Context: an optimization exercise on an open-source flow, tuned for small area and a short achievable clock period. The choices shown serve that exercise and are no tape-out recipe. The RTL was checked by simulation tests, not by an equivalence proof against the original design. Power figures rest on the tool's default switching activity, not on a simulated workload.

$ cat design/flow/flow/run.sh
#!/bin/bash
# Standard layout (standard.sh), with the port buffers made from the smallest
# buffer cell and larger clock-tree leaf clusters.
set -euo pipefail
export BUFFER_PORTS_ARGS="-buffer_cell sky130_fd_sc_hd__buf_1"
export CTS_ARGS="-sink_clustering_enable -repair_clock_nets -buf_list sky130_fd_sc_hd__clkbuf_16 -sink_clustering_size 25 -sink_clustering_max_diameter 100"
bash standard.sh > standard_flow.log 2>&1
$ cat design/flow/standard.sh
#!/bin/bash
# synth_recipe.tcl (not shown) runs the flow's synth.tcl, then flattens the netlist and writes it again
# the make line also repeats each setting of config.mk as NAME=value (left out here)
make -C /OpenROAD-flow-scripts/flow DESIGN_CONFIG=/design/flow/config.mk WORK_HOME=/design/flow/orfs CLKGATE_MAP_FILE= SYNTH_SCRIPT=/design/flow/synth_recipe.tcl "${@:-finish}"
$ cat design/flow/config.mk
export PLATFORM = sky130hd
export DESIGN_NAME = frame_tx_top
export DESIGN_NICKNAME = frame_tx_top
export VERILOG_FILES = /design/flow/design.v
export SDC_FILE = /design/flow/constraint.sdc
export NUM_CORES = 4
export LEC_CHECK = 0
export CAP_MARGIN = 20
export CORE_MARGIN = 2
export CORE_UTILIZATION = 40
export SETUP_SLACK_MARGIN = 5
export SLEW_MARGIN = 20
$ cat design/flow/constraint.sdc
create_clock -name core_clock -period 10.0 [get_ports {clk}]
set_input_delay 2.0000 -clock core_clock [delete_from_list [all_inputs] [get_ports {clk}]]
set_output_delay 2.0000 -clock core_clock [all_outputs]
set_load 0.01 [all_outputs]
$ cat design/flow/design.v
`timescale 1ns/1ps
`default_nettype none
module frame_sequencer (
	input  logic        clk,
	input  logic        rst_n,
	input  logic        start,
	input  logic        data_out_rd,
	input  logic [10:0] ip_total,
	output logic        ctrl_load,
	output logic        ctrl_busy,
	output logic        ctrl_advance,
	output logic        ctrl_pop,
	output logic [12:0] hdr_sel,
	output logic        pay_phase,
	output logic        sop,
	output logic        eop,
	output logic        data_out_rdy,
	output logic [1:0]  be_out
);
	logic        state;
	logic [8:0]  word_idx;
	logic [10:0] next_last_sum;
	logic        next_is_last;
	logic        tail_only;
	logic        last_r;
	logic        pop_ok;
	assign ctrl_load    = !state && start;
	assign ctrl_busy    = state;
	assign ctrl_advance = state && data_out_rd;
	assign next_last_sum = ip_total + 11'd9;
	assign next_is_last  = (word_idx == next_last_sum[10:2]);
	assign tail_only = (ip_total[1] == ip_total[0]);
	assign ctrl_pop = ctrl_advance && pop_ok;
	always_ff @(posedge clk) begin
		if (ctrl_load) begin
			hdr_sel   <= 13'd1;
			pay_phase <= 1'b0;
			word_idx  <= '0;
		end else if (ctrl_advance) begin
			hdr_sel   <= {hdr_sel[11:0], 1'b0};
			pay_phase <= pay_phase | hdr_sel[12];
			word_idx  <= word_idx + 9'd1;
		end
	end
	always_ff @(posedge clk or negedge rst_n) begin
		if (!rst_n) begin
			state  <= 1'b0;
			last_r <= 1'b0;
			pop_ok <= 1'b0;
		end else if (ctrl_load) begin
			state  <= 1'b1;
			last_r <= 1'b0;
			pop_ok <= 1'b0;
		end else if (ctrl_advance) begin
			state  <= !last_r;
			last_r <= next_is_last;
			pop_ok <= (pay_phase | hdr_sel[12]) && !(next_is_last && tail_only);
		end
	end
	assign sop          = state && hdr_sel[0];
	assign eop          = last_r;
	assign be_out       = last_r ? {~ip_total[1], ip_total[0]} : 2'b00;
	assign data_out_rdy = state;
endmodule
`default_nettype wire
`timescale 1ns/1ps
`default_nettype none
module header_builder (
	input  logic        clk,
	input  logic        ctrl_load,
	input  logic        ctrl_advance,
	input  logic [12:0] hdr_sel,
	input  logic [47:0] mac_dst_addr,
	input  logic [47:0] mac_src_addr,
	input  logic [7:0]  ip_dsf,
	input  logic [15:0] ip_id,
	input  logic [2:0]  ip_flags,
	input  logic [12:0] ip_frag_offset,
	input  logic [7:0]  ip_ttl,
	input  logic [31:0] ip_src_addr,
	input  logic [31:0] ip_dst_addr,
	input  logic [15:0] tcp_src_port,
	input  logic [15:0] tcp_dst_port,
	input  logic [31:0] tcp_seq_num,
	input  logic [31:0] tcp_ack_num,
	input  logic [5:0]  tcp_flags,
	input  logic [15:0] tcp_window,
	input  logic [15:0] payload_len,
	input  logic [15:0] payload_sum,
	input  logic [15:0] carry,
	output logic [10:0] ip_total,
	output logic [15:0] hdr_hi,
	output logic [15:0] hdr_lo
);
	localparam logic [15:0] ETHERTYPE = 16'h0800;
	localparam logic [7:0]  IP_PROTO  = 8'd6;
	localparam logic [15:0] TCP_LEN_ADJ = 16'hFFFF - 16'(20 + 20)
		+ 16'(20) + 16'(8'd6);
	logic [47:0] mac_dst_r;
	logic [47:0] mac_src_r;
	logic [7:0]  ip_dsf_r;
	logic [15:0] ip_id_r;
	logic [2:0]  ip_flags_r;
	logic [12:0] ip_frag_r;
	logic [7:0]  ip_ttl_r;
	logic [31:0] ip_src_r;
	logic [31:0] ip_dst_r;
	logic [10:0] ip_total_r;
	logic [15:0] tcp_sport_r;
	logic [15:0] tcp_dport_r;
	logic [31:0] tcp_seq_r;
	logic [31:0] tcp_ack_r;
	logic [5:0]  tcp_flags_r;
	logic [15:0] tcp_window_r;
	logic [15:0] ip_acc;
	logic [15:0] tcp_acc;
	always_ff @(posedge clk) begin
		if (ctrl_load) begin
			mac_dst_r    <= mac_dst_addr;
			mac_src_r    <= mac_src_addr;
			ip_dsf_r     <= ip_dsf;
			ip_id_r      <= ip_id;
			ip_flags_r   <= ip_flags;
			ip_frag_r    <= ip_frag_offset;
			ip_ttl_r     <= ip_ttl;
			ip_src_r     <= ip_src_addr;
			ip_dst_r     <= ip_dst_addr;
			ip_total_r   <= 11'(payload_len + 16'(20 + 20));
			tcp_sport_r  <= tcp_src_port;
			tcp_dport_r  <= tcp_dst_port;
			tcp_seq_r    <= tcp_seq_num;
			tcp_ack_r    <= tcp_ack_num;
			tcp_flags_r  <= tcp_flags;
			tcp_window_r <= tcp_window;
		end
	end
	assign ip_total = ip_total_r;
	always_comb begin
		hdr_hi = ({16{hdr_sel[0]}}  & mac_dst_r[47:32])
		       | ({16{hdr_sel[1]}}  & mac_dst_r[15:0])
		       | ({16{hdr_sel[2]}}  & mac_src_r[31:16])
		       | ({16{hdr_sel[3]}}  & ETHERTYPE)
		       | ({16{hdr_sel[4]}}  & {5'd0, ip_total_r})
		       | ({16{hdr_sel[5]}}  & {ip_flags_r, ip_frag_r})
		       | ({16{hdr_sel[6]}}  & ~ip_acc)
		       | ({16{hdr_sel[7]}}  & ip_src_r[15:0])
		       | ({16{hdr_sel[8]}}  & ip_dst_r[15:0])
		       | ({16{hdr_sel[9]}}  & tcp_dport_r)
		       | ({16{hdr_sel[10]}} & tcp_seq_r[15:0])
		       | ({16{hdr_sel[11]}} & tcp_ack_r[15:0])
		       | ({16{hdr_sel[12]}} & tcp_window_r);
		hdr_lo = ({16{hdr_sel[0]}}  & mac_dst_r[31:16])
		       | ({16{hdr_sel[1]}}  & mac_src_r[47:32])
		       | ({16{hdr_sel[2]}}  & mac_src_r[15:0])
		       | ({16{hdr_sel[3]}}  & {8'h45, ip_dsf_r})
		       | ({16{hdr_sel[4]}}  & ip_id_r)
		       | ({16{hdr_sel[5]}}  & {ip_ttl_r, IP_PROTO})
		       | ({16{hdr_sel[6]}}  & ip_src_r[31:16])
		       | ({16{hdr_sel[7]}}  & ip_dst_r[31:16])
		       | ({16{hdr_sel[8]}}  & tcp_sport_r)
		       | ({16{hdr_sel[9]}}  & tcp_seq_r[31:16])
		       | ({16{hdr_sel[10]}} & tcp_ack_r[31:16])
		       | ({16{hdr_sel[11]}} & {4'd5, 6'd0, tcp_flags_r})
		       | ({16{hdr_sel[12]}} & ~tcp_acc);
	end
	function automatic logic [15:0] oc_add3(input logic [15:0] x, input logic [15:0] y,
	                                        input logic [15:0] z);
		logic [15:0] s, c, g, p, gg, pp, gn, pn, r;
		s = x ^ y ^ z;
		c = (x & y) | (x & z) | (y & z);
		c = {c[14:0], c[15]};
		g = s & c;
		p = s ^ c;
		gg = g;
		pp = p;
		for (int lv = 0; lv < 4; lv++) begin
			gn = gg;
			pn = pp;
			for (int i = 0; i < 16; i++) begin
				if (i >= (1 << lv)) begin
					gn[i] = gg[i] | (pp[i] & gg[i - (1 << lv)]);
					pn[i] = pp[i] & pp[i - (1 << lv)];
				end
			end
			gg = gn;
			pp = pn;
		end
		r[0] = p[0] ^ gg[15];
		for (int i = 1; i < 16; i++)
			r[i] = p[i] ^ (gg[i-1] | (pp[i-1] & gg[15]));
		oc_add3 = r;
	endfunction
	logic        ip_slot;
	logic        tcp_slot;
	logic [15:0] sum_acc, sum_a, sum_b, sum_r;
	assign ip_slot  = hdr_sel[0] | hdr_sel[1] | hdr_sel[4] | hdr_sel[5];
	assign tcp_slot = hdr_sel[2] | hdr_sel[3] | (|hdr_sel[11:6]);
	assign sum_acc = ip_slot ? ip_acc : tcp_acc;
	assign sum_a = ({16{hdr_sel[0]}} & ip_src_r[31:16])
	             | ({16{hdr_sel[1]}} & ip_dst_r[31:16])
	             | ({16{hdr_sel[2]}} & tcp_window_r)
	             | ({16{hdr_sel[3]}} & {5'd0, ip_total_r})
	             | ({16{hdr_sel[4] | hdr_sel[5] | (|hdr_sel[11:7])}} & hdr_hi);
	assign sum_b = ({16{hdr_sel[0]}} & ip_src_r[15:0])
	             | ({16{hdr_sel[1]}} & ip_dst_r[15:0])
	             | ({16{hdr_sel[2]}} & carry)
	             | ({16{hdr_sel[3]}} & TCP_LEN_ADJ)
	             | ({16{hdr_sel[4] | hdr_sel[5] | (|hdr_sel[11:6])}} & hdr_lo);
	assign sum_r = oc_add3(sum_acc, sum_a, sum_b);
	always_ff @(posedge clk) begin
		if (ctrl_load)
			ip_acc <= {8'h45, ip_dsf};
		else if (ctrl_advance && ip_slot)
			ip_acc <= sum_r;
	end
	always_ff @(posedge clk) begin
		if (ctrl_load)
			tcp_acc <= payload_sum;
		else if (ctrl_advance && tcp_slot)
			tcp_acc <= sum_r;
	end
endmodule
`default_nettype wire
`timescale 1ns/1ps
`default_nettype none
module payload_aligner (
	input  logic        clk,
	input  logic        ctrl_load,
	input  logic        ctrl_pop,
	input  logic        pay_phase,
	input  logic [15:0] tcp_urgent_ptr,
	input  logic [15:0] hdr_hi,
	input  logic [15:0] hdr_lo,
	input  logic [31:0] data_in,
	output logic [15:0] carry,
	output logic [31:0] data_out
);
	always_ff @(posedge clk) begin
		if (ctrl_load)
			carry <= tcp_urgent_ptr;
		else if (ctrl_pop)
			carry <= data_in[15:0];
	end
	assign data_out[31:16] = hdr_hi | (pay_phase ? carry : 16'h0000);
	assign data_out[15:0]  = hdr_lo | (pay_phase ? data_in[31:16] : 16'h0000);
endmodule
`default_nettype wire
`timescale 1ns/1ps
`default_nettype none
module frame_tx_top (
	input  logic        clk,
	input  logic        rst_n,
	input  logic        start,
	input  logic [47:0]   mac_dst_addr,
	input  logic [47:0]   mac_src_addr,
	input  logic [7:0]  ip_dsf,
	input  logic [15:0]       ip_id,
	input  logic [2:0]  ip_flags,
	input  logic [12:0] ip_frag_offset,
	input  logic [7:0]  ip_ttl,
	input  logic [31:0]    ip_src_addr,
	input  logic [31:0]    ip_dst_addr,
	input  logic [15:0]       tcp_src_port,
	input  logic [15:0]       tcp_dst_port,
	input  logic [31:0]    tcp_seq_num,
	input  logic [31:0]    tcp_ack_num,
	input  logic [5:0]  tcp_flags,
	input  logic [15:0]       tcp_window,
	input  logic [15:0]       tcp_urgent_ptr,
	input  logic [15:0]        payload_len,
	input  logic [15:0]       payload_sum,
	output logic [31:0]       data_out,
	output logic [1:0]         be_out,
	output logic        data_out_rdy,
	input  logic        data_out_rd,
	output logic        sop,
	output logic        eop,
	input  logic [31:0]       data_in,
	output logic        data_in_rd,
	output logic        busy
);
	logic        ctrl_load;
	logic        ctrl_advance;
	logic        ctrl_pop;
	logic [12:0] hdr_sel;
	logic        pay_phase;
	logic [10:0] ip_total;
	logic [15:0] hdr_hi;
	logic [15:0] hdr_lo;
	logic [15:0] carry;
	frame_sequencer u_seq (
		.clk          (clk),
		.rst_n        (rst_n),
		.start        (start),
		.data_out_rd  (data_out_rd),
		.ip_total     (ip_total),
		.ctrl_load    (ctrl_load),
		.ctrl_busy    (busy),
		.ctrl_advance (ctrl_advance),
		.ctrl_pop     (ctrl_pop),
		.hdr_sel      (hdr_sel),
		.pay_phase    (pay_phase),
		.sop          (sop),
		.eop          (eop),
		.data_out_rdy (data_out_rdy),
		.be_out       (be_out)
	);
	assign data_in_rd = ctrl_pop;
	header_builder u_hdr (
		.clk            (clk),
		.ctrl_load      (ctrl_load),
		.ctrl_advance   (ctrl_advance),
		.hdr_sel        (hdr_sel),
		.mac_dst_addr   (mac_dst_addr),
		.mac_src_addr   (mac_src_addr),
		.ip_dsf         (ip_dsf),
		.ip_id          (ip_id),
		.ip_flags       (ip_flags),
		.ip_frag_offset (ip_frag_offset),
		.ip_ttl         (ip_ttl),
		.ip_src_addr    (ip_src_addr),
		.ip_dst_addr    (ip_dst_addr),
		.tcp_src_port   (tcp_src_port),
		.tcp_dst_port   (tcp_dst_port),
		.tcp_seq_num    (tcp_seq_num),
		.tcp_ack_num    (tcp_ack_num),
		.tcp_flags      (tcp_flags),
		.tcp_window     (tcp_window),
		.payload_len    (payload_len),
		.payload_sum    (payload_sum),
		.carry          (carry),
		.ip_total       (ip_total),
		.hdr_hi         (hdr_hi),
		.hdr_lo         (hdr_lo)
	);
	payload_aligner u_align (
		.clk            (clk),
		.ctrl_load      (ctrl_load),
		.ctrl_pop       (ctrl_pop),
		.pay_phase      (pay_phase),
		.tcp_urgent_ptr (tcp_urgent_ptr),
		.hdr_hi         (hdr_hi),
		.hdr_lo         (hdr_lo),
		.data_in        (data_in),
		.carry          (carry),
		.data_out       (data_out)
	);
endmodule
`default_nettype wire
==> impl_metrics.ini, run 1 <==
[cells_and_area]
fin_area_um2 = 21470
n_fill_cell = 4102
drive_above_1_share = 0.08174
postLayoutCoreUtil = 0.4834
synthToLayoutAreaGrowth_pct = 18.77
multi_input_area_um2 = 5972
layout.nets = 2206
regArea_um2 = 12040

[cts]
htree_levels = 1
root_buffer = clkbuf_16
cts-buffers-inserted = 20
cts.clk_slew.worst_paths_ns = 0.11
clockBufferDepth = 3
tritoncts = yes
clock_latency_ns = 0.56
cts.sinks = 411

[synth]
seq_area_frac_synth = 0.6648
ys.flop_type = edfxtp_1
yosys.area.top_type = edfxtp_1
yosysTopAreaCellShare = 0.6263
async_flop_share = 0.007299
syn_nets = 1795
ys_types = 65
yosys-top-cells-area = edfxtp_1, nand2_1, dfxtp_1, a22oi_1, a22o_1
syn_area_um2 = 18080
syn_area_per_cell_um2 = 13.40
synth_cells = 1349
synth_edf_count = 377
synth_seq_cells = 411
ys_warn_count = 3

[floorplanning]
rows = 77
die_y_um = 216.6
die_w_um = 216.6
io-pin-count = 449
start_util = 0.4070
dieArea_um2 = 46910
core_area_um2 = 44410

[detailed_routing]
wl_met3_mm = 5.640
firstDrtPassIters = 8
first_iter_violations = 1662
routed_wl_mm = 67.95
highest_layer = met4
met1_length_mm = 26.20
vias = 13910
met2WireLength_mm = 33.72
avgViaCountPerCell = 5.852
ant_nets = 0
post_drt_wl_per_cell_um = 28.59
drc = 0

[timing]
rsz0062_at_grt = true
fin_tns_setup_ns = 0
tightest_slew_ns = 1.092
fin_skew_ns = 0.02131
hold_viol_final = 0
drv_slew = 0
finalWorstSetupSlack_ns = 5.079
period_share = 0.4921
max_slew_margin = 0.2718
layout_min_cycle_time_ns = 4.921
final-setup-viol-count = 0
clock.fmax_ghz = 0.2032

[pwr]
power.density_nw_per_um2 = 155.3
vdd.ir_drop.worst_mv = 0.1397
p_sw_frac = 0.2588
p_int_mw = 2.472
total_switching_power_mw = 0.8631
total_leakage_power_nw = 7.182
p_comb_frac = 0.117
power_mw = 3.335
pwr-share-clk = 0.282
pwr-share-seq = 0.601

[worst_setup_path]
crit_fanout = 31
cpPeakStageDelay_ns = 0.68
arrival_ns = 2.92
crit_required_ns = 8.00
crit_path_start_kind = flip-flop
cp_cell_sequence = buf_4 > a22oi_1 > nand4_1 > a2111oi_0 > nand2_1 > buf_1
cp_slowest_cell = a2111oi_0
crit_buf_inv = 2
path_delay_family = compound AO/OA/AOI/OAI gates
crit_type = flip-flop to output pin
critPathCaptureType = output pin

[placement]
place_hpwl_mm = 47.64
placed_cell_area_um2 = 20330
pre_cts_ws_ns = 4.152
io_buffers = 443
place.gp.congestion = 0.9340

[grt]
gr-total-overflow = 0
antenna_found_initial = 13
track_usage = 0.2840
grt_pass1_wl_mm = 95.88
grt_pass1_vias = 14180
grt_max_degree = 121

[flow_run]
maxCapViolations = 0

[run_status]
status = timing/DRC/antenna clean

[hold_path]
hp-class = flip-flop to flip-flop
## final timing paths
kind                                          startpoint                            end  slack [ns]  depth (start not counted)
setup / recovery           u_seq.hdr_sel[5]$_SDFFE_PP0P_                   data_out[16]        5.08                          6
hold / removal             u_hdr.ip_acc[15]$_SDFFE_PP0P_  u_hdr.ip_acc[15]$_SDFFE_PP0P_        0.52                          2
setup reg to reg           u_seq.hdr_sel[4]$_SDFFE_PP0P_    u_hdr.tcp_acc[12]$_DFFE_PP_        5.13                         16
hold reg to reg            u_hdr.ip_acc[15]$_SDFFE_PP0P_  u_hdr.ip_acc[15]$_SDFFE_PP0P_        0.52                          2
max in group asynchronous                          rst_n        u_seq.state$_DFFE_PN0P_        8.58                          1
min in group asynchronous                          rst_n       u_seq.last_r$_DFFE_PN0P_        1.24                          1
## per-layer routing
metal,vias to the layer above,global-route usage
met5,-,0
met4,0,0.09406
met3,118,0.04421
met2,794,0.4938
met1,6865,0.3628
li1,6133,-
## worst reg2reg max path: cells and delay by family, from the launching register on
kind	cells	cell delay, ns
flip-flops	1	0.48
XOR/XNOR	1	0.29
buffers and inverters	2	0.52
AND/OR/NAND/NOR	5	0.93
AO/OA/AOI/OAI	6	1.37
adder cells (fa/ha/maj)	2	1.00
## area by class of cell
cell class              instances  share of cell area
flip-flops and latches        411              0.5607
diodes                         11            0.001282
clock buffers                  21             0.02448
clock inverters                15            0.003031
repair buffers                479             0.09401
well taps                     592             0.03450
inverters                      19            0.003847
multi-input cells             829              0.2782
## power by group through the flow
stage / combinational, mW / clock (mW) / sequential (mW)
after floorplan: 0.223 / 0 / 1.99
after global placement: 0.372 / 0 / 2.04
after detailed placement: 0.377 / 0 / 2.04
after CTS: 0.384 / 0.955 / 2.00
after global routing: 0.430 / 1.01 / 2.01
final: 0.391 / 0.940 / 2.00
## Yosys cell counts, types with 4 or more instances
cell,count
edfxtp_1,377
nand2_1,196
a22oi_1,77
a22o_1,62
o21ai_0,62
clkbuf_1,59
nor2_1,50
a221oi_1,46
a21oi_1,32
dfxtp_1,31
nand3_1,22
buf_1,21
ha_1,19
inv_1,19
a222oi_1,18
nand4_1,18
fa_1,17
xnor2_1,17
a2111oi_0,16
and3_1,16
nor3_1,16
xor2_1,16
mux2_2,15
a21o_1,13
mux2i_1,9
o211ai_1,9
o21a_1,9
a211oi_1,6
a21oi_2,6
and2_1,6
buf_2,6
nor4_1,6
o2111ai_1,5
a31oi_1,4
nor3b_1,4
o31ai_1,4
## cell families (layout without fill, tap and decap cells)
group                    Yosys count  in the layout  synth area share
AO/OA/AOI/OAI                    389            389            0.1638
XOR/XNOR                          33             33           0.01599
multiplexers                      24             24           0.01433
other                              0             11                 0
flip-flops                       411            411            0.6648
AND/OR/NAND/NOR                  347            347           0.08459
adder cells (fa/ha/maj)           36             36           0.03198
buffers and inverters            109            534           0.02450
## per-stage QoR
step                      hold WS (ns)  cells
after global placement          0.4781   2318
after floorplan                 0.4545   1349
after detailed placement        0.4897   2318
after global routing            0.5428   2372
after CTS                       0.5161   2358
final                           0.5189   2377
## registers in the layout, indices dropped and copies added, names as in the netlist, 3 cells and up
name / count
u_align.carry: 16
u_hdr.ip_acc: 16
u_hdr.ip_dsf_r: 8
u_hdr.ip_dst_r: 32
u_hdr.ip_flags_r: 3
u_hdr.ip_frag_r: 13
u_hdr.ip_id_r: 16
u_hdr.ip_src_r: 32
u_hdr.ip_total_r: 11
u_hdr.ip_ttl_r: 8
u_hdr.mac_dst_r: 48
u_hdr.mac_src_r: 48
u_hdr.tcp_acc: 16
u_hdr.tcp_ack_r: 32
u_hdr.tcp_dport_r: 16
u_hdr.tcp_flags_r: 6
u_hdr.tcp_seq_r: 32
u_hdr.tcp_sport_r: 16
u_hdr.tcp_window_r: 16
u_seq.hdr_sel: 13
u_seq.word_idx: 9
## placed cells by master, fill, tap and decap left out, types with 8 or more instances in the layout
master,instances
dfxtp_2,10
nor2_1,46
a2111oi_4,8
nand3_1,22
o21a_1,9
buf_4,23
a21o_1,13
xnor2_1,17
edfxtp_1,377
fa_1,17
inv_1,30
clkbuf_16,21
a22o_1,62
and3_1,16
mux2i_1,9
buf_1,443
nor3_1,13
a21oi_1,32
o21ai_0,59
a221oi_1,41
xor2_1,16
diode_2,11
mux2_2,15
buf_6,8
nand2_1,195
a222oi_1,18
nand4_1,18
dfxtp_1,19
a22oi_1,76
ha_1,12
o211ai_1,9
## what timing repair did
item	4_1_cts	5_1_grt
resized for setup	38	47
cloned	0	0
setup buffers	4	7
endpoints found under the hold margin	0	0
hold buffers	0	0
endpoints found under the setup margin	40	32
pin swaps	3	4
==> inputs of run 2 (changes only) <==
--- a/design/flow/config.mk
+++ b/design/flow/config.mk
@@ -7,6 +7,7 @@
 export LEC_CHECK = 0
 export CAP_MARGIN = 20
 export CORE_MARGIN = 2
-export CORE_UTILIZATION = 40
+export CORE_UTILIZATION = 50
+export PLACE_DENSITY = 0.7
 export SETUP_SLACK_MARGIN = 5
 export SLEW_MARGIN = 20
==> run 2 against run 1 <==
Against the previous run: cell area down 0.54%; register-to-register slack better by 0.04 ns; sequential power about the same; critical endpoint is now u_hdr.tcp_acc[14]$_DFFE_PP_; largest cell class unchanged; highest routed layer is now met5.
==> impl_metrics.ini, run 2 <==
[synth]
syn_area_um2 = 18080
yosys-top-cells-area = edfxtp_1, nand2_1, dfxtp_1, a22oi_1, a22o_1
syn_area_per_cell_um2 = 13.40
seq_area_frac_synth = 0.6648
async_flop_share = 0.007299
syn_nets = 1795
synth_edf_count = 377
synth_seq_cells = 411
yosysMostFrequentCell = edfxtp_1
ys_warn_count = 3
yosysTopAreaCellShare = 0.6263
ys.flop_type = edfxtp_1
synth_common_cells = edfxtp_1, nand2_1, a22oi_1
ys_types = 65
synth_cells = 1349
yosys.area.top_type = edfxtp_1

[worst_setup_path]
timing.rr.start = u_seq.hdr_sel[0]$_SDFFE_PP1P_
cp_cell_sequence = buf_8 > a22o_1 > a221oi_4 > o2111ai_1 > nor2_1 > o211ai_1 > fa_1 > ha_1 > a21oi_2 > o211ai_1 > a211oi_4 > a21oi_4 > or4_4 > and3_4 > o31ai_2
crit_fanout = 40
cp_common_cell = o211ai_1
crit_path_start_kind = flip-flop
arrival_ns = 5.22
reg2reg_to = u_hdr.tcp_acc[14]$_DFFE_PP_
cp_slowest_cell = dfxtp_4
cpPeakStageDelay_ns = 0.51
crit_required_ns = 10.39
critPathCaptureType = flip-flop
r2r_slack_ns = 5.17
crit_type = flip-flop to flip-flop
worst_r2r_path_depth = 15

[grt]
gr-total-overflow = 0
antenna_found_initial = 9
grt_max_degree = 89
grt_pass1_vias = 13990
grt_pass1_wl_mm = 92.12
track_usage = 0.3351

[cells_and_area]
final_common_cell = buf_1
instances_no_fill = 2248
final_cell_mix = buf_1, edfxtp_1, nand2_1
layout.nets = 2211
top_regs = u_hdr.mac_dst_r: 48 flops, u_hdr.mac_src_r: 48 flops
synthToLayoutAreaGrowth_pct = 18.13
drive_above_1_share = 0.08488

[placement]
pre_cts_ws_ns = 4.454
dp_cells = 2191
place.gp.congestion = 0.9297
place_hpwl_mm = 45.40
io_buffers = 443

[flow_run]
maxCapViolations = 0

[hold_path]
hold_path_end = u_hdr.ip_acc[12]$_SDFFE_PP0P_
hp-class = flip-flop to flip-flop
min_from = u_hdr.ip_acc[12]$_SDFFE_PP0P_
hold_depth = 2

[timing]
fin_skew_ns = 0.01887
tightest_slew_ns = 1.097
final-setup-viol-count = 0
drv_slew = 0
fin_tns_setup_ns = 0
rsz0062_at_grt = false
hold_viol_final = 0
layout_min_cycle_time_ns = 4.832
max_slew_margin = 0.2688
finalWorstSetupSlack_ns = 5.168
clock.fmax_ghz = 0.2070
period_share = 0.4832

[cts]
root_buffer = clkbuf_16
cts.clk_slew.worst_paths_ns = 0.10
cts.sinks = 411
tritoncts = yes
cts-buffers-inserted = 20
htree_levels = 1
clockBufferDepth = 3
clock_latency_ns = 0.56

[floorplanning]
die_w_um = 194.1
start_util = 0.5082
core_area_um2 = 35570
rows = 69
dieArea_um2 = 37690
die_y_um = 194.1
io-pin-count = 449

[pwr]
vdd.ir_drop.worst_mv = 0.1791
power.density_nw_per_um2 = 155.8
total_leakage_power_nw = 7.214
power_mw = 3.328

[detailed_routing]
first_iter_violations = 1674
ant_nets = 0
avgViaCountPerCell = 6.253
firstDrtPassIters = 6
vias = 14060
post_drt_wl_per_cell_um = 28.67
drc = 0
routed_wl_mm = 64.46

[run_status]
status = timing/DRC/antenna clean
run 2: cell counts after synthesis:
Identical to the previous run, type by type.
run 2: layer usage:
metal  part of all wire  track usage  vias to the layer above
met5            0.00040            0                        -
met4              0.047       0.1453                        4
met3              0.093      0.05444                      143
met2               0.49       0.5698                      963
met1               0.37       0.4259                     6825
li1                   -            -                     6122
run 2: cell families after synthesis:
kind of cell / Yosys count / share of synthesized area
DFF: 411 / 0.6648
AOI/OAI and AO/OA: 389 / 0.1638
and+or+nand+nor: 347 / 0.08459
buffers and inverters: 109 / 0.02450
adders and majority gates: 36 / 0.03198
xor gates and xnor gates: 33 / 0.01599
muxes: 24 / 0.01433
run 2: repair_timing:
action,in CTS,in global routing
hold buffers,0,0
gates resized for setup,38,60
pin swaps,1,9
cloned,0,0
setup endpoints to repair,46,33
setup buffers,4,9
run 2: stage by stage:
stage,area (um^2),hold WS (ns),utilization
final,21350,0.5095,0.6003
after global routing,21350,0.5522,0.6002
after CTS,21000,0.5114,0.5904
after detailed placement,20200,0.4831,0.5679
after global placement,20200,0.4814,0.5679
after floorplan,18080,0.4545,-
run 2: worst max path at each step:
stage / from / end / cells after the start / slack [ns]
3_5_place_dp: u_seq.hdr_sel[3]$_SDFFE_PP0P_ / u_hdr.tcp_acc[14]$_DFFE_PP_ / 16 / 4.45
4_1_cts: u_seq.hdr_sel[3]$_SDFFE_PP0P_ / u_hdr.tcp_acc[1]$_DFFE_PP_ / 17 / 5.00
5_1_grt: u_seq.hdr_sel[5]$_SDFFE_PP0P_ / u_hdr.tcp_acc[1]$_DFFE_PP_ / 16 / 4.99
3_3_place_gp: u_seq.hdr_sel[12]$_SDFFE_PP0P_ / u_hdr.tcp_acc[9]$_DFFE_PP_ / 18 / 4.44
2_1_floorplan: start / u_hdr.ip_dsf_r[0]$_DFFE_PP_ / 5 / 5.29
6_report: u_seq.hdr_sel[0]$_SDFFE_PP1P_ / u_hdr.tcp_acc[14]$_DFFE_PP_ / 15 / 5.17
run 2: layout make-up:
type,instances,area [um^2]
clock inverters,15,68.82
repair buffers,484,2043
inverters,19,82.58
well taps,461,576.8
clock buffers,21,525.5
fillers,2869,14220
diodes,8,20.02
multi-input cells,829,5995
flip-flops and latches,411,12040
run 2: power breakdown:
part | switching [mW] | internal, mW
sequential | 0.0414 | 1.93
clock | 0.537 | 0.387
combinational | 0.275 | 0.161
run 2: critical path, delay by kind of cell (launching register included):
family | cells | cell delay (ns)
compound gates | 9 | 2.06
simple gates | 3 | 0.89
fa+ha+maj | 2 | 0.89
flops | 1 | 0.51
buf+inv | 1 | 0.27
==> inputs of run 3 (changes only) <==
--- a/design/flow/design.v
+++ b/design/flow/design.v
@@ -135,32 +135,35 @@
 		end
 	end
 	assign ip_total = ip_total_r;
+	logic [15:0] part_hi, part_lo;
 	always_comb begin
-		hdr_hi = ({16{hdr_sel[0]}}  & mac_dst_r[47:32])
+		part_hi = ({16{hdr_sel[4]}}  & {5'd0, ip_total_r})
+		        | ({16{hdr_sel[5]}}  & {ip_flags_r, ip_frag_r})
+		        | ({16{hdr_sel[7]}}  & ip_src_r[15:0])
+		        | ({16{hdr_sel[8]}}  & ip_dst_r[15:0])
+		        | ({16{hdr_sel[9]}}  & tcp_dport_r)
+		        | ({16{hdr_sel[10]}} & tcp_seq_r[15:0])
+		        | ({16{hdr_sel[11]}} & tcp_ack_r[15:0]);
+		part_lo = ({16{hdr_sel[4]}}  & ip_id_r)
+		        | ({16{hdr_sel[5]}}  & {ip_ttl_r, IP_PROTO})
+		        | ({16{hdr_sel[6]}}  & ip_src_r[31:16])
+		        | ({16{hdr_sel[7]}}  & ip_dst_r[31:16])
+		        | ({16{hdr_sel[8]}}  & tcp_sport_r)
+		        | ({16{hdr_sel[9]}}  & tcp_seq_r[31:16])
+		        | ({16{hdr_sel[10]}} & tcp_ack_r[31:16])
+		        | ({16{hdr_sel[11]}} & {4'd5, 6'd0, tcp_flags_r});
+		hdr_hi = part_hi
+		       | ({16{hdr_sel[0]}}  & mac_dst_r[47:32])
 		       | ({16{hdr_sel[1]}}  & mac_dst_r[15:0])
 		       | ({16{hdr_sel[2]}}  & mac_src_r[31:16])
 		       | ({16{hdr_sel[3]}}  & ETHERTYPE)
-		       | ({16{hdr_sel[4]}}  & {5'd0, ip_total_r})
-		       | ({16{hdr_sel[5]}}  & {ip_flags_r, ip_frag_r})
 		       | ({16{hdr_sel[6]}}  & ~ip_acc)
-		       | ({16{hdr_sel[7]}}  & ip_src_r[15:0])
-		       | ({16{hdr_sel[8]}}  & ip_dst_r[15:0])
-		       | ({16{hdr_sel[9]}}  & tcp_dport_r)
-		       | ({16{hdr_sel[10]}} & tcp_seq_r[15:0])
-		       | ({16{hdr_sel[11]}} & tcp_ack_r[15:0])
 		       | ({16{hdr_sel[12]}} & tcp_window_r);
-		hdr_lo = ({16{hdr_sel[0]}}  & mac_dst_r[31:16])
+		hdr_lo = part_lo
+		       | ({16{hdr_sel[0]}}  & mac_dst_r[31:16])
 		       | ({16{hdr_sel[1]}}  & mac_src_r[47:32])
 		       | ({16{hdr_sel[2]}}  & mac_src_r[15:0])
 		       | ({16{hdr_sel[3]}}  & {8'h45, ip_dsf_r})
-		       | ({16{hdr_sel[4]}}  & ip_id_r)
-		       | ({16{hdr_sel[5]}}  & {ip_ttl_r, IP_PROTO})
-		       | ({16{hdr_sel[6]}}  & ip_src_r[31:16])
-		       | ({16{hdr_sel[7]}}  & ip_dst_r[31:16])
-		       | ({16{hdr_sel[8]}}  & tcp_sport_r)
-		       | ({16{hdr_sel[9]}}  & tcp_seq_r[31:16])
-		       | ({16{hdr_sel[10]}} & tcp_ack_r[31:16])
-		       | ({16{hdr_sel[11]}} & {4'd5, 6'd0, tcp_flags_r})
 		       | ({16{hdr_sel[12]}} & ~tcp_acc);
 	end
 	function automatic logic [15:0] oc_add3(input logic [15:0] x, input logic [15:0] y,
@@ -200,12 +203,12 @@
 	             | ({16{hdr_sel[1]}} & ip_dst_r[31:16])
 	             | ({16{hdr_sel[2]}} & tcp_window_r)
 	             | ({16{hdr_sel[3]}} & {5'd0, ip_total_r})
-	             | ({16{hdr_sel[4] | hdr_sel[5] | (|hdr_sel[11:7])}} & hdr_hi);
+	             | part_hi;
 	assign sum_b = ({16{hdr_sel[0]}} & ip_src_r[15:0])
 	             | ({16{hdr_sel[1]}} & ip_dst_r[15:0])
 	             | ({16{hdr_sel[2]}} & carry)
 	             | ({16{hdr_sel[3]}} & TCP_LEN_ADJ)
-	             | ({16{hdr_sel[4] | hdr_sel[5] | (|hdr_sel[11:6])}} & hdr_lo);
+	             | part_lo;
 	assign sum_r = oc_add3(sum_acc, sum_a, sum_b);
 	always_ff @(posedge clk) begin
 		if (ctrl_load)
==> run 3 against run 2 <==
Against the previous run: still clean on timing, DRC and antenna; register-to-register slack worse by 0.23 ns; count of clock-buffer cells in the layout unchanged; worst setup slack lost 0.32 ns; worst hold slack worse by 0.0062 ns; critical path type is now primary input to output pin.
==> impl_metrics.ini, run 3 <==
[cells_and_area]
drive_above_1_share = 0.05423
top_regs = u_hdr.mac_dst_r: 48 flops, u_hdr.mac_src_r: 48 flops
synthToLayoutAreaGrowth_pct = 15.73
layout.nets = 2147
final_cell_mix = buf_1, edfxtp_1, a22oi_1
final_common_cell = buf_1
n_fill_cell = 2892

[timing]
layout_min_cycle_time_ns = 5.154
drv_slew = 0
max_slew_margin = 0.1565
period_share = 0.5154
fin_tns_setup_ns = 0
rsz0062_at_grt = true
fin_skew_ns = 0.02915
clock.fmax_ghz = 0.1940
final-setup-viol-count = 0
tightest_slew_ns = 1.265
hold_viol_final = 0
whs_ns = 0.5034

[cts]
root_buffer = clkbuf_16
cts.sinks = 411
cts-buffers-inserted = 20
htree_levels = 1
clock_latency_ns = 0.56
tritoncts = yes
clockBufferDepth = 3
hold_buffers = 0
cts.clk_slew.worst_paths_ns = 0.12

[grt]
grt_max_degree = 111
gr-total-overflow = 0
grt_pass1_vias = 13040
grt_pass1_wl_mm = 83.92
antenna_found_initial = 6
track_usage = 0.3139

[synth]
yosysTopAreaCellShare = 0.6348
synth_top_family_by_area = compound AO/OA/AOI/OAI gates
synthSimpleGateAreaFrac = 0.08306
ys_types = 62
synth_fa_ha_area_frac = 0.03241
synthMuxAreaShare = 0.008840
yosys-top-cells-area = edfxtp_1, a22oi_1, dfxtp_1, nand2_1, fa_1
syn_nets = 1747
ys.flop_type = edfxtp_1
yosysMostFrequentCell = edfxtp_1
synth_common_cells = edfxtp_1, a22oi_1, nand2_1
synth_compound_area_frac = 0.1596
ys_warn_count = 3
synth_seq_cells = 411
syn_area_per_cell_um2 = 13.71
yosys.area.top_type = edfxtp_1
syn_area_um2 = 17830
synth_edf_count = 377
synth_cells = 1301
synth_xor_area_frac = 0.01621
async_flop_share = 0.007299
seq_area_frac_synth = 0.6738

[placement]
io_buffers = 443
place_hpwl_mm = 42.46
place.gp.congestion = 0.9303

[worst_setup_path]
arrival_ns = 3.15
cp_slowest_cell = a222oi_1
crit_type = primary input to output pin
crit_required_ns = 8.00
cpPeakStageDelay_ns = 0.59
critPathCaptureType = output pin
path_delay_family = compound AO/OA/AOI/OAI gates
crit_fanout = 1
cp_cell_sequence = buf_1 > a222oi_1 > o2111ai_2 > buf_1
cp_common_cell = buf_1
crit_path_start_kind = primary input
crit_buf_inv = 2

[detailed_routing]
avgViaCountPerCell = 6.205
first_iter_violations = 1649
routed_wl_mm = 59.34
firstDrtPassIters = 8
post_drt_wl_per_cell_um = 27.18
drc = 0
vias = 13550
ant_nets = 0

[hold_path]
hp-class = flip-flop to flip-flop

[floorplanning]
start_util = 0.5051
die_w_um = 192.9
io-pin-count = 449
dieArea_um2 = 37200
core_area_um2 = 35310
die_y_um = 192.9
rows = 69

[pwr]
power.density_nw_per_um2 = 167.2
vdd.ir_drop.worst_mv = 0.1571
power_mw = 3.451
total_leakage_power_nw = 6.925

[flow_run]
maxCapViolations = 0

[run_status]
status = timing/DRC/antenna clean
==> run 3: worst register-to-register path: stages (launching register included) <==
cell and delay [ns]:
dfxtp_2 0.33, buf_4 0.29, a222oi_1 1.09, and3_1 0.35
nand3_1 0.12, fa_1 0.50, ha_1 0.41, a21oi_2 0.26
o21ai_2 0.12, a22oi_2 0.31, nand3_1 0.18, fa_1 0.47
xnor2_1 0.17, nand2_1 0.09, o21a_1 0.14
==> run 3: routing by layer <==
layer | wire length [um] | share of wire | track usage | vias up
met2 | 28050 | 0.47 | 0.5109 | 899
met5 | 0 | 0 | 0 | -
met3 | 5790 | 0.098 | 0.04928 | 94
met1 | 23250 | 0.39 | 0.4320 | 6598
li1 | - | - | - | 5955
met4 | 2258 | 0.038 | 0.1048 | 0
==> run 3: final timing paths <==
kind / startpoint / endpoint / slack [ns] / cells after the start
worst max-delay path: data_in[30] / data_out[14] / 4.85 / 4
worst min-delay path: u_hdr.ip_acc[8]$_SDFFE_PP1P_ / u_hdr.ip_acc[8]$_SDFFE_PP1P_ / 0.50 / 2
worst max register to register: u_seq.hdr_sel[10]$_SDFFE_PP0P_ / u_hdr.tcp_acc[1]$_DFFE_PP_ / 4.94 / 14
worst min register to register: u_hdr.ip_acc[8]$_SDFFE_PP1P_ / u_hdr.ip_acc[8]$_SDFFE_PP1P_ / 0.50 / 2
max in group asynchronous: rst_n / u_seq.state$_DFFE_PN0P_ / 8.57 / 1
min in group asynchronous: rst_n / u_seq.last_r$_DFFE_PN0P_ / 1.26 / 1
==> run 3: kinds of logic after synthesis <==
kind of cell	count (synthesis)
xor+xnor	33
buf+inv	117
compound gates	377
fa+ha+maj	36
flops	411
mux	15
simple gates	312
==> run 3: layout make-up <==
class	count	area [um^2]	share of cell area
clock inverter	15	90.09	0.004365
multi-input combinational	773	5436	0.2634
antenna	7	17.52	0.0008487
sequential	411	12030	0.5830
timing repair buffer	467	1847	0.08948
clock buffer	21	525.5	0.02546
inverter	28	112.6	0.005456
tap	461	576.8	0.02795
==> run 3: through the flow <==
stage | setup slack [ns] | std cells | utilization | instance area [um^2]
finish | 4.846 | 2183 | 0.5845 | 20640
CTS | 4.883 | 2173 | 0.5819 | 20550
global route | 4.865 | 2182 | 0.5845 | 20640
detailed placement | 4.625 | 2137 | 0.5636 | 19900
floorplan | 5.287 | 1301 | - | 17840
global placement | 4.712 | 2137 | 0.5636 | 19900
==> run 3: repair_timing <==
item,4_1_cts,5_1_grt
setup endpoints to repair,31,31
pin swaps,3,7
gates resized for setup,7,14
buffers inserted,0,3
==> run 3: report_power, final <==
part | internal [mW] | switching [mW]
logic | 0.192 | 0.292
clock network | 0.413 | 0.549
registers | 1.93 | 0.0735
total | 2.54 | 0.914
==> inputs of run 4 (changes only) <==
--- a/design/flow/flow/run.sh
+++ b/design/flow/flow/run.sh
@@ -3,5 +3,6 @@
 # buffer cell and larger clock-tree leaf clusters.
 set -euo pipefail
 export BUFFER_PORTS_ARGS="-buffer_cell sky130_fd_sc_hd__buf_1"
+export SETUP_SLACK_MARGIN=5.3
 export CTS_ARGS="-sink_clustering_enable -repair_clock_nets -buf_list sky130_fd_sc_hd__clkbuf_16 -sink_clustering_size 25 -sink_clustering_max_diameter 100"
 bash standard.sh > standard_flow.log 2>&1
--- a/design/flow/config.mk
+++ b/design/flow/config.mk
@@ -9,5 +9,5 @@
 export CORE_MARGIN = 2
 export CORE_UTILIZATION = 50
 export PLACE_DENSITY = 0.7
-export SETUP_SLACK_MARGIN = 5
 export SLEW_MARGIN = 20
+export SYNTH_HIERARCHICAL = 1
==> run 4 against run 3 <==
Against the previous run: via count shrank 3.5%; worst setup slack improved by 0.46 ns; non-clock buffer count increased by 15; routed wire length is 3.7% lower; worst hold slack worse by 0.031 ns; sequential share of layout area shrank 0.82 points; die area fell by 0.63%; synthesized cell count down 5.8%.
==> impl_metrics.ini, run 4 <==
[grt]
track_usage = 0.2973
grt_pass1_vias = 12770
gr-total-overflow = 0
antenna_found_initial = 1
grt_pass1_wl_mm = 79.22
grt_max_degree = 139

[cts]
htree_levels = 1
tritoncts = yes
root_buffer = clkbuf_16
cts-buffers-inserted = 20
clockBufferDepth = 3
clock_latency_ns = 0.55
cts.sinks = 411
cts.clk_slew.worst_paths_ns = 0.10
hold_buffers = 0

[synth]
yosysMostFrequentCell = edfxtp_1
ys_warn_count = 9
seq_area_frac_synth = 0.6782
yosysTopAreaCellShare = 0.6389
yosys-top-cells-area = edfxtp_1, a22oi_1, dfxtp_1, a222oi_1, fa_1
synth_cells = 1226
synth_common_cells = edfxtp_1, a22oi_1, nand2_1
async_flop_share = 0.007299
syn_area_um2 = 17720
synth_seq_cells = 411
synth_edf_count = 377
ys.flop_type = edfxtp_1
syn_nets = 1672
yosys.area.top_type = edfxtp_1
ys_types = 75
syn_area_per_cell_um2 = 14.45

[timing]
hold_viol_final = 0
whs_ns = 0.4723
fin_tns_setup_ns = 0
layout_min_cycle_time_ns = 4.694
max_slew_margin = 0.2667
fin_skew_ns = 0.02186
tightest_slew_ns = 1.100
rsz0062_at_grt = true
drv_slew = 0
final-setup-viol-count = 0
period_share = 0.4694
clock.fmax_ghz = 0.2130

[pwr]
power_mw = 3.342
power.density_nw_per_um2 = 159.5
vdd.ir_drop.worst_mv = 0.1378
total_leakage_power_nw = 7.218

[floorplanning]
start_util = 0.5105
core_area_um2 = 34710
io-pin-count = 449
die_y_um = 192.3
die_w_um = 192.3
dieArea_um2 = 36960
rows = 68

[placement]
io_buffers = 443
place.gp.congestion = 0.8860
placed_cell_area_um2 = 19780
place_hpwl_mm = 40.44

[detailed_routing]
routed_wl_mm = 57.16
drc = 0
ant_nets = 0
post_drt_wl_per_cell_um = 26.87
vias = 13080
avgViaCountPerCell = 6.149
firstDrtPassIters = 9
first_iter_violations = 1609

[worst_setup_path]
r2r_slack_ns = 5.33
crit_type = flip-flop to output pin
arrival_ns = 2.69
crit_path_start_kind = flip-flop
crit_fanout = 5
worst_r2r_path_depth = 14
critPathCaptureType = output pin
timing.rr.start = u_seq.hdr_sel[7]$_SDFFE_PP0P_
reg2reg_to = u_hdr.tcp_acc[13]$_DFFE_PP_
crit_required_ns = 8.00

[cells_and_area]
top_regs = u_hdr.mac_dst_r: 48 flops, u_hdr.mac_src_r: 48 flops
drive_above_1_share = 0.08523
final_cell_mix = buf_1, edfxtp_1, a22oi_1
layout.nets = 2098
n_fill_cell = 2822
synthToLayoutAreaGrowth_pct = 18.27
fin_area_um2 = 20960
postLayoutCoreUtil = 0.6037
final_common_cell = buf_1

[hold_path]
hold_path_end = u_hdr.ip_acc[12]$_SDFFE_PP0P_
min_from = u_hdr.ip_acc[12]$_SDFFE_PP0P_
hold_depth = 2
hp-class = flip-flop to flip-flop

[flow_run]
maxCapViolations = 0

[run_status]
status = timing/DRC/antenna clean
[run 4: cell types whose count changed in the layout (fill, tap and decap cells not counted), moves of 9 or more]
cell	previous run	this run
a21o_1	9	40
a221oi_1	16	5
a222oi_1	33	45
a22oi_1	157	122
and3_1	31	22
inv_1	40	50
mux2_4	0	9
nand2_1	144	86
nand4_1	24	6
o21ai_0	44	26
o21ai_1	2	12
[run 4: final cells by class]
| cell class | count | area, um^2 | area share |
|---|---|---|---|
| flip-flops and latches | 411 | 12050 | 0.5749 |
| multi-input cells | 701 | 5517 | 0.2632 |
| repair buffers | 482 | 2088 | 0.09964 |
| well taps | 455 | 569.3 | 0.02716 |
| clock buffers | 20 | 500.5 | 0.02388 |
| inverters | 36 | 135.1 | 0.006448 |
| clock inverters | 16 | 85.08 | 0.004060 |
| diodes | 6 | 15.01 | 0.0007164 |
[run 4: where the power goes]
group	total (mW)	internal, mW	switching, mW
registers	2.00	1.93	0.0703
clock network	0.913	0.375	0.538
logic	0.429	0.187	0.242
[run 4: per-module statistics from Yosys (local to each module, per instance), excerpt]
module / copies in the design / flip-flops and latches / area [um^2]
header_builder: 1 / 369 / 15430
frame_sequencer: 1 / 26 / 1305
payload_aligner: 1 / 16 / 987.2
[run 4: worst max path at each step]
stage | startpoint | depth (start not counted) | slack [ns] | endpoint
after global routing | u_seq.hdr_sel[8]$_SDFFE_PP0P_ | 6 | 5.21 | data_out[0]
after floorplan | start | 6 | 5.53 | u_hdr.tcp_acc[0]$_DFFE_PP_
after detailed placement | u_seq.hdr_sel[4]$_SDFFE_PP0P_ | 15 | 4.62 | u_hdr.tcp_acc[15]$_DFFE_PP_
after CTS | u_seq.hdr_sel[0]$_SDFFE_PP1P_ | 14 | 5.28 | u_hdr.tcp_acc[15]$_DFFE_PP_
after global placement | u_seq.hdr_sel[4]$_SDFFE_PP0P_ | 15 | 4.76 | u_hdr.tcp_acc[15]$_DFFE_PP_
final | u_seq.hdr_sel[7]$_SDFFE_PP0P_ | 6 | 5.31 | data_out[11]
[run 4: timing repair]
item | 4_1_cts | 5_1_grt
pin swaps | 8 | 19
gates cloned | 1 | 1
setup endpoints to repair | 45 | 34
hold endpoints to repair | 0 | 0
resized for setup | 34 | 46
buffers inserted | 5 | 13
[run 4: through the flow]
step                      instances  setup slack (ns)
after global placement         2065             4.758
after detailed placement       2065             4.622
final                          2127             5.306
after global routing           2122             5.215
after floorplan                1226             5.533
after CTS                      2107             5.278
[run 4: cell families after synthesis]
kind of cell	synth area share
flops	0.6782
fa+ha+maj	0.03262
xor+xnor	0.01335
simple gates	0.06595
buf+inv	0.02711
compound gates	0.1679
mux	0.01490
[run 4: worst max-delay path, cell delays in order (launching register included)]
cell and delay [ns]:
dfxtp_4 0.37, buf_12 0.13, a222oi_1 0.84, and3_4 0.40, o2111ai_2 0.13, a21o_1 0.18
clkbuf_2 0.12
[run 4: per-layer routing]
layer / GRT usage / vias to the layer above / part of all wire / wire (um)
met4: 0.1260 / 0 / 0.038 / 2158
met5: 0 / - / 0 / 0
met1: 0.3964 / 6400 / 0.37 / 21430
li1: - / 5787 / - / -
met3: 0.05910 / 97 / 0.11 / 6040
met2: 0.4776 / 794 / 0.48 / 27520
==> inputs of run 5 (changes only) <==
==> design/flow/flow/run.sh (replaced) <==
#!/bin/bash
# Standard layout (standard.sh), with the port buffers made from the smallest
# buffer cell and larger clock-tree leaf clusters.
set -euo pipefail
export BUFFER_PORTS_ARGS="-buffer_cell sky130_fd_sc_hd__buf_1"
export SETUP_SLACK_MARGIN=5.5
export CTS_ARGS="-sink_clustering_enable -repair_clock_nets -buf_list sky130_fd_sc_hd__clkbuf_16 -sink_clustering_size 25 -sink_clustering_max_diameter 100"
bash standard.sh > standard_flow.log 2>&1
==> run 5 against run 4 <==
Against the previous run: synthesized cell count did not move; via count rose by 1.4%; sequential power barely moved; routed wire length rose by 2.7%; total power rose by 1.1%; core utilization rose by 2.0 points; worst setup slack got worse by 0.023 ns; die area did not move; fmax fell by 0.48%; non-clock buffer count rose by 28.
==> impl_metrics.ini, run 5 <==
[floorplanning]
rows = 68
die_y_um = 192.3
core_area_um2 = 34710
dieArea_um2 = 36960
start_util = 0.5105
die_w_um = 192.3
io-pin-count = 449

[synth]
seq_area_frac_synth = 0.6782
yosys-top-cells-area = edfxtp_1, a22oi_1, dfxtp_1, a222oi_1, fa_1
ys_types = 75
synth_seq_cells = 411
yosysTopAreaCellShare = 0.6389
syn_area_per_cell_um2 = 14.45
yosys.area.top_type = edfxtp_1
yosysMostFrequentCell = edfxtp_1
synth_cells = 1226
ys.flop_type = edfxtp_1
synth_common_cells = edfxtp_1, a22oi_1, nand2_1
ys_warn_count = 9
synth_edf_count = 377
syn_nets = 1672
async_flop_share = 0.007299
syn_area_um2 = 17720

[run_status]
status = timing/DRC/antenna clean

[grt]
antenna_found_initial = 2
grt_pass1_wl_mm = 80.61
grt_max_degree = 139
grt_pass1_vias = 12940
track_usage = 0.3032
gr-total-overflow = 0

[worst_setup_path]
arrival_ns = 2.72
reg2reg_to = u_hdr.tcp_acc[11]$_DFFE_PP_
worst_r2r_path_depth = 15
crit_type = flip-flop to output pin
crit_fanout = 4
r2r_slack_ns = 5.37
crit_required_ns = 8.00
critPathCaptureType = output pin
timing.rr.start = u_seq.hdr_sel[7]$_SDFFE_PP0P_
cp-startpoint = u_seq.hdr_sel[7]$_SDFFE_PP0P_
crit_path_start_kind = flip-flop

[pwr]
power.density_nw_per_um2 = 156.1
power_mw = 3.380
total_leakage_power_nw = 7.524
vdd.ir_drop.worst_mv = 0.1394

[cells_and_area]
top_regs = u_hdr.mac_dst_r: 48 flops, u_hdr.mac_src_r: 48 flops
final_cell_mix = buf_1, edfxtp_1, a22oi_1
fin_area_um2 = 21650
layout.nets = 2126
final_common_cell = buf_1
drive_above_1_share = 0.1311
synthToLayoutAreaGrowth_pct = 22.19

[cts]
clockBufferDepth = 3
hold_buffers = 0
htree_levels = 1
tritoncts = yes
root_buffer = clkbuf_16
cts.clk_slew.worst_paths_ns = 0.10
clock_latency_ns = 0.56
cts-buffers-inserted = 20
cts.sinks = 411

[placement]
place_hpwl_mm = 40.44
placed_cell_area_um2 = 19780
io_buffers = 443
place.gp.congestion = 0.8860

[timing]
final-setup-viol-count = 0
tightest_slew_ns = 1.161
drv_slew = 0
fin_skew_ns = 0.01909
rsz0062_at_grt = true
max_slew_margin = 0.2229
hold_viol_final = 0
clock.fmax_ghz = 0.2120
period_share = 0.4716
layout_min_cycle_time_ns = 4.716
fin_tns_setup_ns = 0

[hold_path]
hold_path_end = u_hdr.ip_acc[12]$_SDFFE_PP0P_
hp-class = flip-flop to flip-flop
hold_depth = 2
min_from = u_hdr.ip_acc[12]$_SDFFE_PP0P_

[detailed_routing]
firstDrtPassIters = 7
ant_nets = 0
drc = 0
routed_wl_mm = 58.70
post_drt_wl_per_cell_um = 27.23
avgViaCountPerCell = 6.154
vias = 13270
first_iter_violations = 1604

[flow_run]
maxCapViolations = 0
==> run 5: cell counts after synthesis <==
No cell type changed its count.
==> run 5: through the flow <==
step	hold slack, ns	setup WS, ns	util	cells
detailed placement	0.4584	4.622	0.5699	2065
global placement	0.4460	4.758	0.5699	2065
global route	0.4953	5.232	0.6234	2151
CTS	0.4724	5.354	0.6037	2123
finish	0.4709	5.284	0.6237	2156
floorplan	0.4363	5.533	-	1226
==> run 5: critical path, cell delays in order, from the launching register on <==
cell	delay, ns
dfxtp_4	0.37
buf_12	0.13
a222oi_1	0.84
and3_4	0.41
o2111ai_2	0.13
a21o_1	0.17
clkbuf_2	0.12
==> run 5: cell families (layout without fill, tap and decap cells) <==
family | Yosys count | in the layout | synth area share
XOR/XNOR | 27 | 27 | 0.01335
adder cells (fa/ha/maj) | 36 | 36 | 0.03262
multiplexers | 21 | 21 | 0.01490
AO/OA/AOI/OAI | 381 | 381 | 0.1679
AND/OR/NAND/NOR | 236 | 236 | 0.06595
other | 0 | 7 | 0
buffers and inverters | 114 | 582 | 0.02711
flip-flops | 411 | 411 | 0.6782
==> run 5: worst max path at each step <==
stage                                       end  cells after the start
floorplan            u_hdr.tcp_acc[0]$_DFFE_PP_                      6
global placement    u_hdr.tcp_acc[15]$_DFFE_PP_                     15
detailed placement  u_hdr.tcp_acc[15]$_DFFE_PP_                     15
CTS                                data_out[11]                      6
global route        u_hdr.tcp_acc[11]$_DFFE_PP_                     17
finish                             data_out[11]                      6
==> run 5: timing repair <==
| item | CTS | global route |
|---|---|---|
| gates resized for setup | 75 | 92 |
| gates cloned | 3 | 2 |
| setup buffers | 19 | 24 |
| pin swaps | 19 | 63 |
| endpoints found under the setup margin | 59 | 47 |
==> run 5: final cells by class <==
class | instances | area (um^2)
tap | 455 | 569.3
clock buffer | 20 | 500.5
timing repair buffer | 510 | 2447
multi-input combinational | 701 | 5846
inverter | 36 | 138.9
fill | 2725 | 13060
clock inverter | 16 | 85.08
sequential | 411 | 12050
antenna | 7 | 17.52
==> run 5: per-module statistics from Yosys (local to each module, per instance), excerpt <==
module | cells | times used | area (um^2)
frame_sequencer | 139 | 1 | 1305
header_builder | 1017 | 1 | 15430
payload_aligner | 70 | 1 | 987.2
==> run 5: per-layer routing <==
layer | vias to the layer above | track usage | share of wire
li1 | 5852 | - | -
met1 | 6519 | 0.4027 | 0.38
met2 | 784 | 0.4895 | 0.48
met3 | 112 | 0.06274 | 0.10
met4 | 0 | 0.1236 | 0.040
met5 | - | 0 | 0
==> run 5: power by group <==
group | switching (mW) | internal (mW) | leakage, nW | total [mW]
clock network | 0.542 | 0.375 | 0.335 | 0.917
logic | 0.255 | 0.209 | 3.50 | 0.464
registers | 0.0699 | 1.93 | 3.69 | 2.00
==> inputs of run 6 (changes only) <==
==> design/flow/flow/run.sh (replaced) <==
#!/bin/bash
# Standard layout (standard.sh), with the port buffers made from the smallest
# buffer cell and larger clock-tree leaf clusters.
set -euo pipefail
export BUFFER_PORTS_ARGS="-buffer_cell sky130_fd_sc_hd__buf_1"
export CTS_ARGS="-sink_clustering_enable -repair_clock_nets -buf_list sky130_fd_sc_hd__clkbuf_16 -sink_clustering_size 25 -sink_clustering_max_diameter 100"
bash standard.sh > standard_flow.log 2>&1
--- a/design/flow/config.mk
+++ b/design/flow/config.mk
@@ -9,5 +9,6 @@
 export CORE_MARGIN = 2
 export CORE_UTILIZATION = 50
 export PLACE_DENSITY = 0.7
+export SETUP_SLACK_MARGIN = 5
 export SLEW_MARGIN = 20
 export SYNTH_HIERARCHICAL = 1
==> run 6 against run 5 <==
Against the previous run: largest power group unchanged; still clean on timing, DRC and antenna; combinational power decreased by 11%; register-to-register slack got worse by 0.25 ns; critical path depth is 1 higher; routed wire length decreased by 5.0%.
==> impl_metrics.ini, run 6 <==
[run_status]
status = timing/DRC/antenna clean

[cells_and_area]
synthToLayoutAreaGrowth_pct = 15.72
layout.nets = 2081
drive_above_1_share = 0.05882
postLayoutCoreUtil = 0.5907
n_fill_cell = 2863
top_regs = u_hdr.mac_dst_r: 48 flops, u_hdr.mac_src_r: 48 flops
final_common_cell = buf_1
final_cell_mix = buf_1, edfxtp_1, a22oi_1

[worst_setup_path]
cp-startpoint = u_seq.hdr_sel[7]$_SDFFE_PP0P_
r2r_slack_ns = 5.12
crit_fanout = 31
arrival_ns = 2.89
critPathCaptureType = output pin
crit_buf_inv = 3
crit_type = flip-flop to output pin
reg2reg_to = u_hdr.tcp_acc[13]$_DFFE_PP_
timing.rr.start = u_seq.hdr_sel[7]$_SDFFE_PP0P_
crit_path_start_kind = flip-flop
cp_cell_sequence = buf_6 > a222oi_1 > and3_4 > buf_4 > o2111ai_1 > a21o_1 > buf_1
cp_slowest_cell = a222oi_1
path_depth = 7
cpPeakStageDelay_ns = 0.89
critPathCapture = data_out[11]
crit_required_ns = 8.00
path_delay_family = compound AO/OA/AOI/OAI gates
worst_r2r_path_depth = 13

[synth]
yosysTopAreaCellShare = 0.6389
syn_nets = 1672
synth_seq_cells = 411
yosys-top-cells-area = edfxtp_1, a22oi_1, dfxtp_1, a222oi_1, fa_1
syn_area_per_cell_um2 = 14.45
yosysMostFrequentCell = edfxtp_1
synth_cells = 1226
synth_edf_count = 377
syn_area_um2 = 17720
ys_warn_count = 9
ys_types = 75
async_flop_share = 0.007299
synth_common_cells = edfxtp_1, a22oi_1, nand2_1
ys.flop_type = edfxtp_1
yosys.area.top_type = edfxtp_1
seq_area_frac_synth = 0.6782

[timing]
rsz0062_at_grt = false
layout_min_cycle_time_ns = 4.889
finalWorstSetupSlack_ns = 5.111
period_share = 0.4889
clock.fmax_ghz = 0.2045
final-setup-viol-count = 0
tightest_slew_ns = 1.119
max_slew_margin = 0.2541
fin_skew_ns = 0.02151
whs_ns = 0.4687
fin_tns_setup_ns = 0
hold_viol_final = 0
drv_slew = 0

[placement]
io_buffers = 443
pre_cts_ws_ns = 4.622
place.gp.congestion = 0.8860
place_hpwl_mm = 40.44

[cts]
htree_levels = 1
clockBufferDepth = 3
cts.clk_slew.worst_paths_ns = 0.10
clock_latency_ns = 0.56
cts.sinks = 411
tritoncts = yes
cts-buffers-inserted = 20
root_buffer = clkbuf_16
hold_buffers = 0

[pwr]
power.density_nw_per_um2 = 162.3
total_leakage_power_nw = 7.023
vdd.ir_drop.worst_mv = 0.1397
power_mw = 3.328

[grt]
antenna_found_initial = 2
track_usage = 0.2937
gr-total-overflow = 0
grt_max_degree = 139
grt_pass1_wl_mm = 78.30
grt_pass1_vias = 12610

[flow_run]
maxCapViolations = 0

[floorplanning]
die_y_um = 192.3
dieArea_um2 = 36960
io-pin-count = 449
rows = 68
die_w_um = 192.3
core_area_um2 = 34710
start_util = 0.5105

[detailed_routing]
avgViaCountPerCell = 6.093
routed_wl_mm = 55.79
ant_nets = 0
firstDrtPassIters = 6
first_iter_violations = 1579
drc = 0
post_drt_wl_per_cell_um = 26.43
vias = 12860

[hold_path]
hp-class = flip-flop to flip-flop
## run 6: cell count changes in the layout (fill, tap and decap cells not counted), moves of 8 or more
cell     previous run  this run
buf_4              42        19
buf_6              13         2
buf_1             433       443
ha_1                9        19
a21oi_1            28        36
nand3_1            32        40
## run 6: worst register-to-register path, cell delays in order, from the launching register on
cell	delay, ns
dfxtp_2	0.36
buf_6	0.22
a222oi_1	0.90
and3_4	0.32
nand3_1	0.12
fa_1	0.51
ha_1	0.37
a21oi_1	0.21
o21ai_1	0.16
a221oi_4	0.37
a211oi_4	0.15
or2_1	0.31
a311o_1	0.39
a41o_1	0.26
## run 6: per-module statistics from Yosys, one instance, submodules excluded, a selection
module	cell area (um^2)	flops+latches	copies in the design	cells
frame_sequencer	1305	26	1	139
payload_aligner	987.2	16	1	70
header_builder	15430	369	1	1017
## run 6: stage by stage
| step | instance area, um^2 | std cells |
|---|---|---|
| final | 20500 | 2111 |
| after global routing | 20490 | 2106 |
| after CTS | 20400 | 2101 |
| after detailed placement | 19780 | 2065 |
| after global placement | 19780 | 2065 |
| after floorplan | 17740 | 1226 |
## run 6: what timing repair did
| item | 4_1_cts | 5_1_grt |
|---|---|---|
| pin swaps | 2 | 6 |
| endpoints found under the setup margin | 30 | 30 |
| resized for setup | 8 | 15 |
| setup buffers | 0 | 3 |
## run 6: layer usage
| layer | GRT usage | share of wire |
|---|---|---|
| met5 | 0 | 0 |
| met4 | 0.1124 | 0.040 |
| met3 | 0.06019 | 0.098 |
| met2 | 0.4744 | 0.48 |
| met1 | 0.3931 | 0.39 |
## run 6: power breakdown
part	switching, mW	internal, mW	leakage, nW	total, mW
combinational	0.237	0.177	3.00	0.414
sequential	0.0697	1.93	3.69	2.00
clock	0.539	0.375	0.335	0.914
total	0.845	2.48	7.02	3.33
## run 6: worst min path at each step
stage,from,end,slack (ns),cells after the start
after floorplan,u_hdr.ip_acc[12]$_SDFFE_PP0P_,u_hdr.ip_acc[12]$_SDFFE_PP0P_,0.44,2
after global placement,u_hdr.ip_acc[12]$_SDFFE_PP0P_,u_hdr.ip_acc[12]$_SDFFE_PP0P_,0.45,2
after detailed placement,u_hdr.ip_acc[12]$_SDFFE_PP0P_,u_hdr.ip_acc[12]$_SDFFE_PP0P_,0.46,2
after CTS,u_hdr.ip_acc[12]$_SDFFE_PP0P_,u_hdr.ip_acc[12]$_SDFFE_PP0P_,0.47,2
after global routing,u_hdr.ip_acc[12]$_SDFFE_PP0P_,u_hdr.ip_acc[12]$_SDFFE_PP0P_,0.50,2
final,u_hdr.ip_acc[12]$_SDFFE_PP0P_,u_hdr.ip_acc[12]$_SDFFE_PP0P_,0.47,2
## run 6: cells by family after synthesis
family	Yosys count	share of synthesized area
flip-flops	411	0.6782
AO/OA/AOI/OAI	381	0.1679
AND/OR/NAND/NOR	236	0.06595
buffers and inverters	114	0.02711
adder cells (fa/ha/maj)	36	0.03262
XOR/XNOR	27	0.01335
multiplexers	21	0.01490
## run 6: cell type report
| type | count | area [um^2] | area share |
|---|---|---|---|
| Sequential cell | 411 | 12030 | 0.5868 |
| Multi-Input combinational cell | 701 | 5316 | 0.2593 |
| Timing Repair Buffer | 465 | 1848 | 0.09013 |
| Tap cell | 455 | 569.3 | 0.02776 |
| Clock buffer | 20 | 500.5 | 0.02441 |
| Inverter | 36 | 135.1 | 0.006590 |
| Clock inverter | 16 | 85.08 | 0.004149 |
| Antenna cell | 7 | 17.52 | 0.0008543 |

## re-timing with driven ports
Ports are ideal in the flow. The routed layouts listed here were re-timed in OpenROAD. Step 1: set_driving_cell puts a clkbuf_16 on clk and a buf_2 on each other input, an assumption about the parent block. Step 2 adds t to the input delays and takes it off the output delays; t is the mean of the earliest and latest rising clock arrival at the registers after step 1. Input paths then give back, and output paths get back, about the clock's delay inside the block. Slacks: ideal / step 1 / step 2; pairs: ideal / step 1.
run | t, ns | slack for setup (ns) | latest minus earliest clock arrival (ns) | worst register clock-pin slew, ns | pins driven straight from the clock port
run 1 | 0.601 | 5.079 / 5.023 / 4.741 | 0.021 / 0.021 | 0.11 / 0.11 | 1
run 2 | 0.603 | 5.168 / 5.168 / 4.831 | 0.020 / 0.019 | 0.10 / 0.10 | 1
run 3 | 0.601 | 4.846 / 4.824 / 4.824 | 0.029 / 0.030 | 0.12 / 0.12 | 1
run 4 | 0.594 | 5.306 / 5.255 / 5.158 | 0.024 / 0.024 | 0.11 / 0.11 | 1
run 5 | 0.597 | 5.284 / 5.232 / 5.123 | 0.020 / 0.020 | 0.11 / 0.11 | 1
run 6 | 0.595 | 5.111 / 5.060 / 5.115 | 0.024 / 0.023 | 0.11 / 0.11 | 1
After both steps every run listed still meets setup and hold. For run 1, which loses most, drivers alone change the setup slack by -0.056 ns; drivers and shift together by -0.338 ns.
